From an optimization exercise on the open Yosys and OpenROAD flow, aimed at small area; shortcuts taken in it are not production practice.
Only simulation tests tie the RTL to the original design; equivalence was not proved.
Power figures rest on the tool's default switching activity, not on a simulated workload.

// ds_box2x2
module ds_box2x2 #(
   parameter int DATA_WIDTH = 24,
   parameter int ADDR_WIDTH = 16,
   parameter int IMG_W      = 256,
   parameter int IMG_H      = 256
) (
   input  logic                  clk,
   input  logic                  rst_n,
   input  logic [DATA_WIDTH-1:0] pix_i,
   input  logic                  pix_valid_i,
   input  logic                  frame_clr_i,
   output logic [DATA_WIDTH-1:0] ds_pix_o,
   output logic                  ds_valid_o,
   output logic [ADDR_WIDTH-1:0] ds_addr_o,
   output logic                  frame_done_o
);
Size: ~3700 cells after synthesis, about 3500 flip-flops, about 70 I/O pins, about 0.11 mm² of cells after synthesis.
==> flow/config.mk <==
export PLATFORM = sky130hd
export DESIGN_NAME = ds_box2x2
export DESIGN_NICKNAME = ds_box2x2
export VERILOG_FILES = /design/flow/design.v
export SDC_FILE = /design/flow/constraint.sdc
export NUM_CORES = 4
export LEC_CHECK = 0
export CAP_MARGIN = 20
export CORE_MARGIN = 2
export CORE_UTILIZATION = 75
export PLACE_DENSITY = 0.9
export SLEW_MARGIN = 20
==> flow/constraint.sdc <==
create_clock -name core_clock -period 7.0 [get_ports {clk}]
set_input_delay 1.4000 -clock core_clock [delete_from_list [all_inputs] [get_ports {clk}]]
set_output_delay 1.4000 -clock core_clock [all_outputs]
set_load 0.01 [all_outputs]
standard.sh (not shown) runs the stock make flow with config.mk's settings and CLKGATE_MAP_FILE= SYNTH_SCRIPT=/design/flow/synth_recipe.tcl, a recipe that flattens the netlist after the stock synthesis.
==> flow/flow/run.sh <==
#!/bin/bash
# Standard ORFS layout with four changes: small port buffers; clock tree
# synthesis without dummy loads and with clkbuf_8 leaf clusters; and the
# shift-enable net re-buffered by flow/en_hook.tcl before the resize step.
set -euo pipefail
HERE=$(pwd)
CTS="-sink_clustering_enable -repair_clock_nets -dont_use_dummy_load"
CTS="$CTS -buf_list sky130_fd_sc_hd__clkbuf_8 -sink_clustering_size 21 -sink_clustering_max_diameter 65"
bash standard.sh \
  "BUFFER_PORTS_ARGS=-buffer_cell sky130_fd_sc_hd__buf_1" \
  "CTS_ARGS=$CTS" \
  "PRE_RESIZE_TCL=$HERE/flow/en_hook.tcl" \
  finish > standard_flow.log 2>&1
==> flow/flow/en_hook.tcl <==
# PRE_RESIZE hook: rebuild the buffer tree of the line buffer's shift enable
# (one net driving every edfxtp DE pin) as 20 buf_12 cluster buffers fed by
# one buf_8, in place of the tree that timing-driven placement built.
source [file join [file dirname [info script]] en_tree.tcl]
en_tree_rebuild 20 sky130_fd_sc_hd__buf_12 sky130_fd_sc_hd__buf_8
Other scripts of this flow, unchanged in this note and not shown: flow/flow/en_tree.tcl
The first run ended with an error in detailed placement (3_5_place_dp).
Next try:
==> flow/flow/en_hook.tcl (replaced) <==
# PRE_RESIZE hook: rebuild the buffer tree of the line buffer's shift enable
# (one net driving every edfxtp DE pin) as 40 buf_4 cluster buffers fed by
# one buf_8, in place of the tree that timing-driven placement built.
source [file join [file dirname [info script]] en_tree.tcl]
en_tree_rebuild 40 sky130_fd_sc_hd__buf_4 sky130_fd_sc_hd__buf_8
PLACE_DENSITY = default   (was 0.9)
The new run went through all stages and came out clean.
Area after synthesis is unchanged.
Synthesized cell count is unchanged.
Next try:
==> flow/flow/en_hook.tcl (replaced) <==
# PRE_RESIZE hook: rebuild the buffer tree of the line buffer's shift enable
# (one net driving every edfxtp DE pin) as 20 buf_12 cluster buffers fed by
# one buf_8, in place of the tree that timing-driven placement built.
source [file join [file dirname [info script]] en_tree.tcl]
en_tree_rebuild 20 sky130_fd_sc_hd__buf_12 sky130_fd_sc_hd__buf_8
CORE_UTILIZATION = 80   (was 75)
Result: Now the flow died in detailed placement (3_5_place_dp); synthesized area does not change; synthesized cell count is unchanged.
Next try:
CORE_UTILIZATION = 75   (was 80)
This time the run finished clean.
Area after synthesis does not change.
Synthesized cell count stays the same.

## v10
The RTL this note starts from:
==> flow/design.v <==
module ds_box2x2 #(
   parameter int DATA_WIDTH = 24,
   parameter int ADDR_WIDTH = 16,
   parameter int IMG_W      = 256,
   parameter int IMG_H      = 256
) (
   input  logic                  clk,
   input  logic                  rst_n,
   input  logic [DATA_WIDTH-1:0] pix_i,
   input  logic                  pix_valid_i,
   input  logic                  frame_clr_i,
   output logic [DATA_WIDTH-1:0] ds_pix_o,
   output logic                  ds_valid_o,
   output logic [ADDR_WIDTH-1:0] ds_addr_o,
   output logic                  frame_done_o
);
   localparam int CW       = $clog2(IMG_W);
   localparam int RW       = $clog2(IMG_H);
   localparam int LB_DEPTH = IMG_W / 2 - 1;    
   logic [CW-1:0]         pcol;       
   logic [RW-1:0]         prow;       
   logic [9:0]            acc_r, acc_g, acc_b;
   logic [26:0]           linebuf [LB_DEPTH];
   logic                  accept;
   logic                  col_odd;    
   logic                  row_odd;
   logic [26:0]           lb_rd;
   logic [9:0]            base_r, base_g, base_b;
   assign accept  = pix_valid_i && !frame_clr_i;
   assign col_odd = !pcol[0];
   assign row_odd = (&pcol) ? !prow[0] : prow[0];
   assign lb_rd   = linebuf[LB_DEPTH-1];
   always_comb begin
      if (col_odd) begin
         base_r = acc_r;
         base_g = acc_g;
         base_b = acc_b;
      end else if (row_odd) begin
         base_r = 10'(lb_rd[26:18]);
         base_g = 10'(lb_rd[17:9]);
         base_b = 10'(lb_rd[8:0]);
      end else begin
         base_r = '0;
         base_g = '0;
         base_b = '0;
      end
   end
   always_ff @(posedge clk) begin
      if (rst_n && accept) begin
         acc_r <= base_r + 10'(pix_i[23:16]);
         acc_g <= base_g + 10'(pix_i[15:8]);
         acc_b <= base_b + 10'(pix_i[7:0]);
      end
   end
   always_ff @(posedge clk) begin
      if (rst_n && accept && !col_odd) begin
         linebuf[0] <= {acc_r[8:0], acc_g[8:0], acc_b[8:0]};
         for (int i = 1; i < LB_DEPTH; i++) linebuf[i] <= linebuf[i-1];
      end
   end
   always_ff @(posedge clk) begin
      if (!rst_n || frame_clr_i) begin
         pcol       <= '1;
         prow       <= '1;
         ds_valid_o <= 1'b0;
      end else begin
         ds_valid_o <= pix_valid_i && row_odd && col_odd;
         if (pix_valid_i) begin
            pcol <= pcol + 1'b1;
            if (&pcol) prow <= prow + 1'b1;
         end
      end
   end
   assign ds_pix_o     = {acc_r[9:2], acc_g[9:2], acc_b[9:2]};
   assign ds_addr_o    = ADDR_WIDTH'({prow[RW-1:1], pcol[CW-1:1]});
   assign frame_done_o = ds_valid_o && (&prow) && (&pcol);
endmodule
Settings: LEC_CHECK=0, CAP_MARGIN=20, CORE_MARGIN=2, CORE_UTILIZATION=70, SLEW_MARGIN=20; clock period 7.0 ns.
==> flow/flow/run.sh <==
#!/bin/bash
# Standard ORFS layout with three changes: small port buffers, clock tree
# synthesis without dummy loads and with clkbuf_8 leaf clusters.
set -euo pipefail
CTS="-sink_clustering_enable -repair_clock_nets -dont_use_dummy_load"
CTS="$CTS -buf_list sky130_fd_sc_hd__clkbuf_8 -sink_clustering_size 20 -sink_clustering_max_diameter 50"
bash standard.sh \
  "BUFFER_PORTS_ARGS=-buffer_cell sky130_fd_sc_hd__buf_1" \
  "CTS_ARGS=$CTS" \
  finish > standard_flow.log 2>&1
v10: full flow OK, the timing, design-rule and antenna checks passed
The following lists how v16 was set up differently from v10:
- CORE_UTILIZATION changed from 70 to 75
diff --git a/flow/flow/run.sh b/flow/flow/run.sh
--- a/flow/flow/run.sh
+++ b/flow/flow/run.sh
@@ -5,3 +5,3 @@
 CTS="-sink_clustering_enable -repair_clock_nets -dont_use_dummy_load"
-CTS="$CTS -buf_list sky130_fd_sc_hd__clkbuf_8 -sink_clustering_size 20 -sink_clustering_max_diameter 50"
+CTS="$CTS -buf_list sky130_fd_sc_hd__clkbuf_8 -sink_clustering_size 21 -sink_clustering_max_diameter 65"
 bash standard.sh \
==> results.txt <==
v16 completed every stage of the flow, and the final layout passed the timing, design-rule and antenna checks. v10: PASS, flow complete, no timing, DRC or antenna violations. Delta (v16 minus v10): share of layout cells above drive strength 1 saw a decrease, worst reg2reg path depth increased 2, number of antenna violations at the first check in global routing climbed 4. When v16 is measured against v10, its clock group share of total power turns out 1.1 points lower. Compared with v10, vias per cell in v16 increased slightly. v16 ends up with a number of global-route vias before repair that is 1.5% lower than in v10. Total iterations of the first detailed-routing run: lower on v16.
> inputs changed (v16 -> v2)
- CORE_UTILIZATION now 70, was 75
diff --git a/flow/flow/run.sh b/flow/flow/run.sh
--- a/flow/flow/run.sh
+++ b/flow/flow/run.sh
@@ -5,3 +5,3 @@
 CTS="-sink_clustering_enable -repair_clock_nets -dont_use_dummy_load"
-CTS="$CTS -buf_list sky130_fd_sc_hd__clkbuf_8 -sink_clustering_size 21 -sink_clustering_max_diameter 65"
+CTS="$CTS -buf_list sky130_fd_sc_hd__clkbuf_16 -sink_clustering_size 36 -sink_clustering_max_diameter 50"
 bash standard.sh \
Notes after the runs:
v2 vs. v16: count of clock-buffer cells in the layout went up by 2.
From v16 to v2 the numbers moved as follows: non-clock buffer contribution to total cell area now sits lower; global-route wire length before repair now larger; non-filler instance count after layout +127.
The run showing the greater number of well-tap cells placed is v2.
| count of standard-cell rows | v2 vs v16 | about 3.6% higher |

## v17
Starts from the design.v that is shown in full above.
clock: 7.0 ns
lec_check: 0
cap_margin: 20
core_margin: 2
core_utilization: 65
cts_buf_list: sky130_fd_sc_hd__clkbuf_2 sky130_fd_sc_hd__clkbuf_4 sky130_fd_sc_hd__clkbuf_8
cts_cluster_diameter: 40
cts_cluster_size: 20
slew_margin: 20
run.sh (not shown) runs the stock make flow with config.mk's settings and CLKGATE_MAP_FILE= SYNTH_SCRIPT=/design/flow/synth_recipe.tcl, a recipe that flattens the netlist after the stock synthesis.
Stock flow here: none of the scripts above is used.
v17 was carried through to the last stage, and its layout satisfied the timing, design-rule and antenna checks.
Input changes introduced in v43 (baseline for comparison: v17):
Settings: CTS_CLUSTER_SIZE removed (was 20); CTS_BUF_LIST removed (was sky130_fd_sc_hd__clkbuf_2 sky130_fd_sc_hd__clkbuf_4 sky130_fd_sc_hd__clkbuf_8); CAP_MARGIN changed from 20 to 0; CORE_UTILIZATION changed from 65 to 80; CTS_CLUSTER_DIAMETER removed (was 40); SLEW_MARGIN changed from 20 to 0.
==> flow/flow/run.sh (new file) <==
#!/bin/bash
# Standard ORFS layout with three changes: small port buffers, clock tree
# synthesis without dummy loads and with clkbuf_8 leaf clusters.
set -euo pipefail
CTS="-sink_clustering_enable -repair_clock_nets -dont_use_dummy_load"
CTS="$CTS -buf_list sky130_fd_sc_hd__clkbuf_8 -sink_clustering_size 24 -sink_clustering_max_diameter 50"
bash standard.sh \
  "BUFFER_PORTS_ARGS=-buffer_cell sky130_fd_sc_hd__buf_1" \
  "CTS_ARGS=$CTS" \
  finish > standard_flow.log 2>&1
==> flow/standard.sh (new file) <==
#!/bin/bash
# synth_recipe.tcl (not shown) runs the flow's synth.tcl, then flattens the netlist and writes it again
# the make line also repeats each setting of config.mk as NAME=value (left out here)
make -C /OpenROAD-flow-scripts/flow DESIGN_CONFIG=/design/flow/config.mk WORK_HOME=/design/flow/orfs CLKGATE_MAP_FILE= SYNTH_SCRIPT=/design/flow/synth_recipe.tcl "${@:-finish}"
removed: flow/run.sh
v43 | ERROR | 3_5_place_dp
Delta (v43 minus v17): fraction of synthesized cell area in xor and xnor cells stayed essentially flat, count of cell types in the netlist stayed essentially flat, height of the chip fell by 9.8%.
Diff v43..v17 | number of instances in the synthesized netlist | unchanged
Compared v43 vs v17, and floorplan row count is down in v43.
Going from v17 to v43, placer's final routability congestion estimate grows by about 8%.
Of v43 and v17, v43 shows the higher initial core utilization, with v17 below it.
Die boundary width is lower on v43
The HPWL after detailed placement of v43 exceeds that of v17 by 29 mm.
The following lists how v25 was set up differently from v43:
Settings: CAP_MARGIN changed from 0 to 20; CORE_UTILIZATION changed from 80 to 75; SLEW_MARGIN changed from 0 to 20.
diff --git a/flow/flow/run.sh b/flow/flow/run.sh
--- a/flow/flow/run.sh
+++ b/flow/flow/run.sh
@@ -5,3 +5,3 @@
 CTS="-sink_clustering_enable -repair_clock_nets -dont_use_dummy_load"
-CTS="$CTS -buf_list sky130_fd_sc_hd__clkbuf_8 -sink_clustering_size 24 -sink_clustering_max_diameter 50"
+CTS="$CTS -buf_list sky130_fd_sc_hd__clkbuf_8 -sink_clustering_size 20 -sink_clustering_max_diameter 80"
 bash standard.sh \
[summary]
v25 did not stop at any stage, and its layout met the timing, design-rule and antenna checks.
From v25 to v43, mapped cell area did not move at all.
Sum of net half-perimeters after detailed placement: higher on v43
Floorplan die height came out higher on v25 than on v43.
Changes observed in v25 relative to v43: share of flip-flops with an asynchronous set or reset barely changed, final weighted congestion in routability-driven placement went down by 0.021.
--- input diff v25..v50 ---
Settings: CORE_UTILIZATION now 70, was 75.
diff --git a/flow/flow/run.sh b/flow/flow/run.sh
--- a/flow/flow/run.sh
+++ b/flow/flow/run.sh
@@ -5,3 +5,3 @@
 CTS="-sink_clustering_enable -repair_clock_nets -dont_use_dummy_load"
-CTS="$CTS -buf_list sky130_fd_sc_hd__clkbuf_8 -sink_clustering_size 20 -sink_clustering_max_diameter 80"
+CTS="$CTS -buf_list sky130_fd_sc_hd__clkbuf_8 -sink_clustering_size 24 -sink_clustering_max_diameter 40"
 bash standard.sh \
Findings:
No stage failed in v50, and the final checks on the layout all came back clean. Arrival time of the worst setup path in v50 vs v25: up 0.35 ns. When the final numbers for v25 and v50 were put side by side, the hold slack turned out to be greater in v25. Depth of the worst register-to-register path delta for v50 relative to v25: 2 lower. v50: row count 5 above v25. Wire: v50 routes more than v25. Going from v25 to v50, met1 usage shrinks by 2.0 points.

== main ==
RTL: the design.v shown in full above, as it stands there.
export LEC_CHECK = 0
export CAP_MARGIN = 20
export CORE_MARGIN = 2
export CORE_UTILIZATION = 75
export SLEW_MARGIN = 20
create_clock -name core_clock -period 7.0 [get_ports {clk}]
standard.sh (not shown) runs the stock make flow with config.mk's settings and CLKGATE_MAP_FILE= SYNTH_SCRIPT=/design/flow/synth_recipe.tcl, a recipe that flattens the netlist after the stock synthesis.
==> flow/flow/run.sh <==
#!/bin/bash
# Standard ORFS layout with four changes: small port buffers; clock tree
# synthesis without dummy loads and with clkbuf_8 leaf clusters; and the
# shift-enable net re-buffered by flow/en_hook.tcl before the resize step.
set -euo pipefail
HERE=$(pwd)
CTS="-sink_clustering_enable -repair_clock_nets -dont_use_dummy_load"
CTS="$CTS -buf_list sky130_fd_sc_hd__clkbuf_8 -sink_clustering_size 21 -sink_clustering_max_diameter 65"
bash standard.sh \
  "BUFFER_PORTS_ARGS=-buffer_cell sky130_fd_sc_hd__buf_1" \
  "CTS_ARGS=$CTS" \
  "PRE_RESIZE_TCL=$HERE/flow/en_hook.tcl" \
  finish > standard_flow.log 2>&1
==> flow/flow/en_hook.tcl <==
# PRE_RESIZE hook: rebuild the buffer tree of the line buffer's shift enable
# (one net driving every edfxtp DE pin) as 16 buf_12 cluster buffers fed by
# one buf_8, in place of the tree that timing-driven placement built.
source [file join [file dirname [info script]] en_tree.tcl]
en_tree_rebuild 16 sky130_fd_sc_hd__buf_12 sky130_fd_sc_hd__buf_8
Other scripts of this flow, unchanged in this note and not shown: flow/flow/en_tree.tcl
The inputs of the feature branch differ from those of main as listed below.
==> flow/flow/en_hook.tcl <==
# PRE_RESIZE hook: rebuild the buffer tree of the line buffer's shift enable
# (one net driving every edfxtp DE pin) as 20 buf_12 cluster buffers fed by
# one buf_8, in place of the tree that timing-driven placement built.
source [file join [file dirname [info script]] en_tree.tcl]
en_tree_rebuild 20 sky130_fd_sc_hd__buf_12 sky130_fd_sc_hd__buf_8
--- outcome ---
- Going from main to the feature branch, the worst slack on hold paths was found to have gone up by 0.0066 ns.
- Looking at setup slack on the worst flop-to-flop path, the feature branch sits 0.35 ns higher than main does.
- Final clock period utilization by the worst path is lower on the feature branch
- The feature branch vs main: critical path depth up
- Status: post-layout instance area parity (main, the feature branch)
- Higher smallest setup slack after layout goes to the feature branch over main.
- Comparing main and the feature branch, worst max-slew margin expressed relative to the limit is lower on main.
- When the feature branch is set beside main, its number of vias per cell turns out to be 0.69% larger.

## port drivers added, routing unchanged
No port has a modelled driver above. Below, the same layouts with a new extraction and two added sets of constraints. Step 1: set_driving_cell puts a clkbuf_16 on clk and a buf_2 on each other input, an assumption about the parent block. Step 2 adds t to the input delays and takes it off the output delays; t is the mean of the earliest and latest rising clock arrival at the registers after step 1. Input paths then give back, and output paths get back, about the clock's delay inside the block. Three values: ideal ports, drivers, drivers and shift; two values: the first two.
| run | t, ns | setup slack, ns | slew at the worst register clock pin (ns) | worst data-port slew with drivers (ns) |
|---|---|---|---|---|
| the second run of note 1 | 0.970 | 1.327 / 1.327 / 1.327 | 0.12 / 0.12 | 0.04 |
| the fourth run of note 1 | 0.952 | 1.294 / 1.294 / 1.294 | 0.12 / 0.12 | 0.04 |
| v10 | 0.944 | 2.699 / 2.699 / 2.414 | 0.11 / 0.11 | 0.04 |
| v16 | 0.953 | 2.993 / 2.993 / 2.509 | 0.12 / 0.12 | 0.07 |
| v2 | 0.863 | 2.714 / 2.714 / 2.397 | 0.11 / 0.11 | 0.04 |
| v17 | 1.077 | 2.706 / 2.629 / 2.638 | 0.11 / 0.11 | 0.20 |
| v25 | 0.969 | 2.981 / 2.981 / 2.534 | 0.12 / 0.12 | 0.07 |
| v50 | 1.007 | 2.677 / 2.677 / 2.408 | 0.11 / 0.11 | 0.04 |
| main | 0.943 | 2.695 / 2.695 / 2.387 | 0.12 / 0.12 | 0.07 |
| the feature branch | 0.931 | 3.045 / 3.045 / 2.625 | 0.12 / 0.12 | 0.07 |
After both steps setup and hold are still met in every run listed. For v16, which loses most, drivers alone change the setup slack by 0.000 ns; drivers and shift together by -0.484 ns.
